Source: an optimization exercise on an open RTL-to-GDS flow (aim: small area, a short achievable clock period and few clock cycles). Production flows keep margins and buffers that such runs may drop. Function was checked by simulation only, so behaviour that the tests miss may differ from the original. Power is estimated from default activity; no workload was simulated.

===== flow/config.mk =====
export PLATFORM = sky130hd
export DESIGN_NAME = dcache_line_nway
export DESIGN_NICKNAME = dcache_line_nway
export VERILOG_FILES = /design/flow/design.v
export SDC_FILE = /design/flow/constraint.sdc
export NUM_CORES = 4
export LEC_CHECK = 0
export CAP_MARGIN = 20
export CORE_MARGIN = 2
export CORE_UTILIZATION = 30
export PLACE_DENSITY = 0.45
export SLEW_MARGIN = 20

===== flow/constraint.sdc =====
create_clock -name core_clock -period 10.0 [get_ports {clk}]
set_input_delay 2.0000 -clock core_clock [delete_from_list [all_inputs] [get_ports {clk}]]
set_output_delay 2.0000 -clock core_clock [all_outputs]
set_load 0.01 [all_outputs]

===== flow/design.v =====
module dcache_line_nway #(
  parameter int unsigned DATABITS      = 32,
  parameter int unsigned ADDRBITS      = 32,
  parameter int unsigned CACHEADDRBITS = 4,
  parameter int unsigned LSBITS        = 2,
  parameter int unsigned WAYS          = 4,
  parameter int unsigned WAYBITS       = (WAYS > 1) ? $clog2(WAYS) : 1,
  parameter int unsigned CNTMISSBITS   = 8
) (
  input  logic                     clk,
  input  logic                     reset,
  input  logic [ADDRBITS-1:0]      dcache_addr,
  input  logic [DATABITS-1:0]      dcache_in,
  input  logic [DATABITS/8-1:0]    byteenable,
  input  logic                     dcache_rdreq,
  input  logic                     dcache_wrreq,
  output logic [DATABITS-1:0]      dcache_out,
  output logic                     dcache_valid,
  output logic                     dcache_busy,
  input  logic                     invalidate,
  output logic [ADDRBITS-1:0]      mem_addr,
  output logic [DATABITS-1:0]      mem_out,
  output logic                     mem_wrreq,
  input  logic                     mem_wr_ack,
  output logic                     mem_rdreq,
  input  logic [DATABITS-1:0]      mem_in,
  input  logic                     mem_in_valid,
  output logic [CNTMISSBITS-1:0]   cnt_miss
);
  localparam int unsigned TAGBITS = ADDRBITS - CACHEADDRBITS - LSBITS;
  localparam int unsigned BANKNUM = DATABITS / 8;
  localparam int unsigned WORDS   = 1 << CACHEADDRBITS;
  localparam logic [CACHEADDRBITS-1:0] LastWord = CACHEADDRBITS'(WORDS - 1);
  localparam logic [WAYBITS-1:0]       LastWay  = WAYBITS'(WAYS - 1);
  typedef enum logic [1:0] {StIdle, StWb, StFill, StDone} state_e;
  state_e                   state_q, state_d;
  logic [WAYS-1:0]          valid_q, valid_d;
  logic [WAYS-1:0]          dirty_q, dirty_d;
  logic [WAYBITS-1:0]       ptr_q, ptr_d;
  logic [WAYBITS-1:0]       victim_q, victim_d;
  logic [CACHEADDRBITS-1:0] cnt_q, cnt_d;
  logic [TAGBITS-1:0]       req_tag_q, req_tag_d;
  logic [CACHEADDRBITS-1:0] req_word_q, req_word_d;
  logic [DATABITS-1:0]      wdata_q, wdata_d;
  logic [BANKNUM-1:0]       be_q, be_d;
  logic                     is_wr_q, is_wr_d;
  logic [CNTMISSBITS-1:0]   cnt_miss_q, cnt_miss_d;
  logic [DATABITS-1:0]      out_q, out_d;
  logic                     out_valid_q, out_valid_d;
  logic [TAGBITS-1:0]       tag_q  [WAYS];
  logic [DATABITS-1:0]      data_q [WAYS][WORDS];
  logic                     data_we;
  logic [WAYBITS-1:0]       data_way;
  logic [CACHEADDRBITS-1:0] data_idx;
  logic [DATABITS-1:0]      data_wdata;
  logic                     tag_we;
  logic [TAGBITS-1:0]       in_tag;
  logic [CACHEADDRBITS-1:0] in_word;
  logic                     hit;
  logic [WAYBITS-1:0]       hit_way;
  logic                     inv_found;
  logic [WAYBITS-1:0]       inv_way;
  logic                     unused_lsb;
  assign in_tag     = dcache_addr[ADDRBITS-1 -: TAGBITS];
  assign in_word    = dcache_addr[LSBITS +: CACHEADDRBITS];
  assign unused_lsb = ^dcache_addr[LSBITS-1:0];
  function automatic logic [DATABITS-1:0] merge_bytes(input logic [DATABITS-1:0] old_w,
                                                      input logic [DATABITS-1:0] new_w,
                                                      input logic [BANKNUM-1:0]  be);
    logic [DATABITS-1:0] r;
    r = old_w;
    for (int b = 0; b < BANKNUM; b++) begin
      if (be[b]) r[8*b +: 8] = new_w[8*b +: 8];
    end
    merge_bytes = r;
  endfunction
  always_comb begin
    hit       = 1'b0;
    hit_way   = '0;
    inv_found = 1'b0;
    inv_way   = '0;
    for (int w = WAYS - 1; w >= 0; w--) begin
      if (valid_q[w] && (tag_q[w] == in_tag)) begin
        hit     = 1'b1;
        hit_way = WAYBITS'(w);
      end
      if (!valid_q[w]) begin
        inv_found = 1'b1;
        inv_way   = WAYBITS'(w);
      end
    end
  end
  always_comb begin
    state_d     = state_q;
    valid_d     = valid_q;
    dirty_d     = dirty_q;
    ptr_d       = ptr_q;
    victim_d    = victim_q;
    cnt_d       = cnt_q;
    req_tag_d   = req_tag_q;
    req_word_d  = req_word_q;
    wdata_d     = wdata_q;
    be_d        = be_q;
    is_wr_d     = is_wr_q;
    cnt_miss_d  = cnt_miss_q;
    out_d       = out_q;
    out_valid_d = 1'b0;
    data_we     = 1'b0;
    data_way    = victim_q;
    data_idx    = cnt_q;
    data_wdata  = mem_in;
    tag_we      = 1'b0;
    mem_addr    = '0;
    mem_out     = '0;
    mem_wrreq   = 1'b0;
    mem_rdreq   = 1'b0;
    unique case (state_q)
      StIdle: begin
        if (invalidate) begin
          valid_d = '0;
          dirty_d = '0;
        end else if (dcache_wrreq || dcache_rdreq) begin
          if (hit) begin
            if (dcache_wrreq) begin
              data_we           = 1'b1;
              data_way          = hit_way;
              data_idx          = in_word;
              data_wdata        = merge_bytes(data_q[hit_way][in_word], dcache_in, byteenable);
              dirty_d[hit_way]  = 1'b1;
            end else begin
              out_d = data_q[hit_way][in_word];
            end
            out_valid_d = 1'b1;
          end else begin
            req_tag_d  = in_tag;
            req_word_d = in_word;
            wdata_d    = dcache_in;
            be_d       = byteenable;
            is_wr_d    = dcache_wrreq;
            if (cnt_miss_q != '1) cnt_miss_d = cnt_miss_q + 1'b1;
            victim_d = inv_found ? inv_way : ptr_q;
            cnt_d    = '0;
            state_d  = (valid_q[victim_d] && dirty_q[victim_d]) ? StWb : StFill;
          end
        end
      end
      StWb: begin
        mem_addr  = {tag_q[victim_q], cnt_q, {LSBITS{1'b0}}};
        mem_out   = data_q[victim_q][cnt_q];
        mem_wrreq = 1'b1;
        if (mem_wr_ack) begin
          cnt_d = cnt_q + 1'b1;
          if (cnt_q == LastWord) begin
            cnt_d   = '0;
            state_d = StFill;
          end
        end
      end
      StFill: begin
        mem_addr  = {req_tag_q, cnt_q, {LSBITS{1'b0}}};
        mem_rdreq = 1'b1;
        if (mem_in_valid) begin
          data_we = 1'b1;
          cnt_d   = cnt_q + 1'b1;
          if (cnt_q == LastWord) begin
            tag_we            = 1'b1;
            valid_d[victim_q] = 1'b1;
            dirty_d[victim_q] = 1'b0;
            if (victim_q == ptr_q) ptr_d = (ptr_q == LastWay) ? '0 : ptr_q + 1'b1;
            cnt_d   = '0;
            state_d = StDone;
          end
        end
      end
      StDone: begin
        if (is_wr_q) begin
          data_we           = 1'b1;
          data_idx          = req_word_q;
          data_wdata        = merge_bytes(data_q[victim_q][req_word_q], wdata_q, be_q);
          dirty_d[victim_q] = 1'b1;
        end else begin
          out_d = data_q[victim_q][req_word_q];
        end
        out_valid_d = 1'b1;
        state_d     = StIdle;
      end
      default: state_d = StIdle;
    endcase
  end
  always_ff @(posedge clk or posedge reset) begin
    if (reset) begin
      state_q     <= StIdle;
      valid_q     <= '0;
      dirty_q     <= '0;
      ptr_q       <= '0;
      victim_q    <= '0;
      cnt_q       <= '0;
      req_tag_q   <= '0;
      req_word_q  <= '0;
      wdata_q     <= '0;
      be_q        <= '0;
      is_wr_q     <= 1'b0;
      cnt_miss_q  <= '0;
      out_q       <= '0;
      out_valid_q <= 1'b0;
    end else begin
      state_q     <= state_d;
      valid_q     <= valid_d;
      dirty_q     <= dirty_d;
      ptr_q       <= ptr_d;
      victim_q    <= victim_d;
      cnt_q       <= cnt_d;
      req_tag_q   <= req_tag_d;
      req_word_q  <= req_word_d;
      wdata_q     <= wdata_d;
      be_q        <= be_d;
      is_wr_q     <= is_wr_d;
      cnt_miss_q  <= cnt_miss_d;
      out_q       <= out_d;
      out_valid_q <= out_valid_d;
    end
  end
  always_ff @(posedge clk) begin
    if (data_we) data_q[data_way][data_idx] <= data_wdata;
    if (tag_we)  tag_q[victim_q] <= req_tag_q;
  end
  assign dcache_out   = out_q;
  assign dcache_valid = out_valid_q;
  assign dcache_busy  = (state_q != StIdle);
  assign cnt_miss     = cnt_miss_q;
endmodule

===== flow/run.sh =====
#!/bin/bash
# synth_recipe.tcl (not shown) runs the flow's synth.tcl, then flattens the netlist and writes it again
# the make line also repeats each setting of config.mk as NAME=value (left out here)
make -C /OpenROAD-flow-scripts/flow DESIGN_CONFIG=/design/flow/config.mk WORK_HOME=/design/flow/orfs CLKGATE_MAP_FILE= SYNTH_SCRIPT=/design/flow/synth_recipe.tcl finish

==> key figures <==
Finish
  • Post-Layout Inst Area: 141000 um^2
  • Ratio of cells with drive above 1 in the final layout: 0.380
  • Nets@finish: 6887
  • P&R area growth vs syn: 15.6%

Route
  • Initial DRC Count: 10700
  • DR vias/cell: 6.30
  • Aggregate routed wire length: 528000 um
  • Antenna Nets Post-Route: 0
  • Wirelength per Cell: 42.5 um
  • Vias: 78300
  • Pre-Repair DR Iteration Count: 6
  • Remaining DRCs: 0

Yosys
  • Register area share after synthesis: 0.555
  • Mapped Area: 122000 um^2
  • Yosys cell types: 76
  • Post-synth ARST share: 0.0553
  • Post-synth top flop: edfxtp_1
  • EDFF count, synth: 2152
  • Yosys top cell by area: edfxtp_1
  • Mapped Cells: 6584
  • Ys Warns: 1
  • Avg Inst Size Synth: 18.5 um^2
  • Top-area cell type share of the netlist area: 0.529
  • FF+latch count, synth: 2278
  • Count leader, synth: edfxtp_1
  • Synth cell count leaders: edfxtp_1, mux4_2, clkbuf_1
  • Dominant cells by area after synthesis: edfxtp_1, mux4_2, dfrtp_1, a22oi_1, clkbuf_1

STA
  • Max frequency: 0.130 GHz
  • Final max-slew violation count: 0
  • Final setup skew: 0.0617 ns
  • Unrepaired setup endpoints after global routing: no
  • Actual slew at the worst max-slew pin: 1.29 ns
  • Crit path time final: 7.69 ns
  • Setup TNS Final: 0 ns
  • Final Hold Vio Count: 0
  • Slew HR: 0.139
  • Fin crit share: 0.769
  • Setup violators final: 0

Flow run
  • Max cap viols: 0

Die
  • Core Area: 406000 um^2
  • Height of the die: 642 um
  • Die Span X: 642 um
  • Initial core utilization: 0.301
  • Std cell rows: 234
  • IO Pins: 215
  • Die area: 412000 um^2

Status
  • Status: no timing/DRC/antenna violations

Worst setup path
  • CP required: 8.00 ns
  • Endpoint class of the critical path: primary output
  • WS Path Type: register to primary output
  • Worst Path Arrival: 5.69 ns
  • Crit start category: register
  • Crit Path Max Fanout: 34

Place
  • GPL Wtd Cong: 0.908
  • HPWL Detailed: 318000 um
  • Placed cell area: 132000 um^2
  • # port buffers: 210

Power
  • Maximum VDD drop: 276 uV
  • Power Total: 40.7 mW
  • Leakage: 42.6 nW
  • Power per cell area: 289 nW/um^2

Clocking
  • Clock Sinks: 2278
  • Clk pin slew, worst setup/hold paths: 0.06 ns
  • CTS tree: yes
  • Hold Buf Count CTS: 0
  • CTS resizes: 0
  • Root buf cell: clkbuf_16
  • Total CTS buffers: 275
  • Longest Clk Path Bufs: 4
  • Postcts setup bufs: 0
  • Clk Latency, worst-skew pair: 0.94 ns
  • H-tree levels: 5

Global route
  • Initial antenna violation count: 29
  • Number of global-route vias before repair: 78700
  • Grt total ovfl: 0
  • Gr usage total: 0.250
  • First-pass GRT wire length: 707000 um
  • Largest net degree at the start of global routing: 126

Hold path
  • Hold Crit Class: register to register
-- cells in the final DEF (no fill, tap or decap), types with 82 or more instances in the layout --
cell type           n
a21oi_1           202
a221oi_1           99
a22o_1             87
a22oi_1           345
buf_4             289
clkbuf_16         284
clkdlybuf4s50_1   206
dfrtp_1           118
edfxtp_1         2152
mux2_2            127
mux2i_1           125
mux4_2           1659
nand2_1           120
o21ai_0           130
xnor2_1            82
-- per-layer routing --
metal | global-route usage | vias up | share of wire
li1 | - | 29600 | -
met1 | 0.329 | 43300 | 0.40
met2 | 0.394 | 4490 | 0.47
met3 | 0.0573 | 948 | 0.087
met4 | 0.112 | 14 | 0.051
met5 | 0 | - | 0.00016
-- cells by family (layout without fill, tap and decap cells) --
logic type      Yosys count  in the layout  share of synthesized area
flops                  2278           2278                      0.555
mux                    1931           1931                      0.330
compound gates         1068           1068                     0.0618
buf+inv                 651           1056                     0.0214
simple gates            531            531                     0.0227
xor+xnor                117            117                    0.00845
fa+ha+maj                 7              7                   0.000717
other cells               1             25                  0.0000307
-- worst max-delay path, cell delays in order (launching register included) --
cell,delay [ns]
dfrtp_4,1.00
buf_4,0.55
buf_4,0.55
mux4_2,0.59
mux4_2,0.56
mux4_2,0.66
and2_1,0.24
clkdlybuf4s50_1,0.49
-- power by group --
part	internal (mW)	total, mW	switching (mW)
combinational	6.44	16.9	10.5
sequential	13.2	13.8	0.600
clock	5.77	10.0	4.25
-- sequential cells by signal, indices dropped and copies added, names as in the netlist, named ones only --
signal and count:
wdata_q 32, valid_q 4, ptr_q 2, cnt_q 4, req_word_q 4, victim_q 2, out_q 32, is_wr_q 1
state_q 2, be_q 4, data_q 2048, out_valid_q 1, req_tag_q 26, cnt_miss_q 8, tag_q 104
-- cell type report --
cell class,instances,area (um^2)
clock buffers,351,7400
inverters,15,66.3
repair buffers,547,5230
diodes,23,57.6
well taps,5428,6790
fillers,38100,265000
multi-input cells,3656,52500
flip-flops and latches,2278,67800
clock inverters,143,1320
-- path summary, 6_finish.rpt --
check,from,to,slack [ns],cells after the start
worst max register to register,state_q[1],data_q[61][16],3.35,11
max in group asynchronous,reset,out_q[12],7.19,3
worst min-delay path,cnt_miss_q[5],cnt_miss_q[5],0.48,1
worst max-delay path,cnt_q[0],mem_out[12],2.31,7
min in group asynchronous,reset,req_tag_q[8],1.56,2
worst min register to register,cnt_miss_q[5],cnt_miss_q[5],0.48,1
-- per-stage QoR --
step / hold WS [ns] / cells / worst slack, ns / utilization
finish: 0.482 / 12400 / 2.31 / 0.348
global route: 0.513 / 12400 / 2.15 / 0.348
CTS: 0.489 / 12400 / 2.18 / 0.348
detailed placement: 0.477 / 11900 / 2.01 / 0.326
global placement: 0.474 / 11900 / 1.75 / 0.326
floorplan: 0.480 / 6585 / 2.01 / -
Testbench counts, summed over its fixed seeds: cycles 92,628.

## separate check: timing with driven ports
The results above use ideal ports. As a check the final layout listed here was re-extracted and re-timed, cells and wires unchanged.
Step 1 sets driving cells, clkbuf_16 on the clock port and buf_2 on the other inputs (assumed; they add their load-dependent delay and slew).
Step 2 adds t to the input delays and takes it off the output delays; t is the mean of the earliest and latest rising clock arrival at the registers after step 1. Input paths then give back, and output paths get back, about the clock's delay inside the block.
Slacks: no drivers / after step 1 / after step 2; pairs: no drivers / after step 1.
shift t [ns]: 1.012
slack for setup (ns): 2.315 / 2.207 / 1.557
hold WS [ns]: 0.482 / 0.482 / 0.482
After both steps setup and hold are still met in this run. For this run, drivers alone change the setup slack by -0.108 ns; drivers and shift together by -0.758 ns.
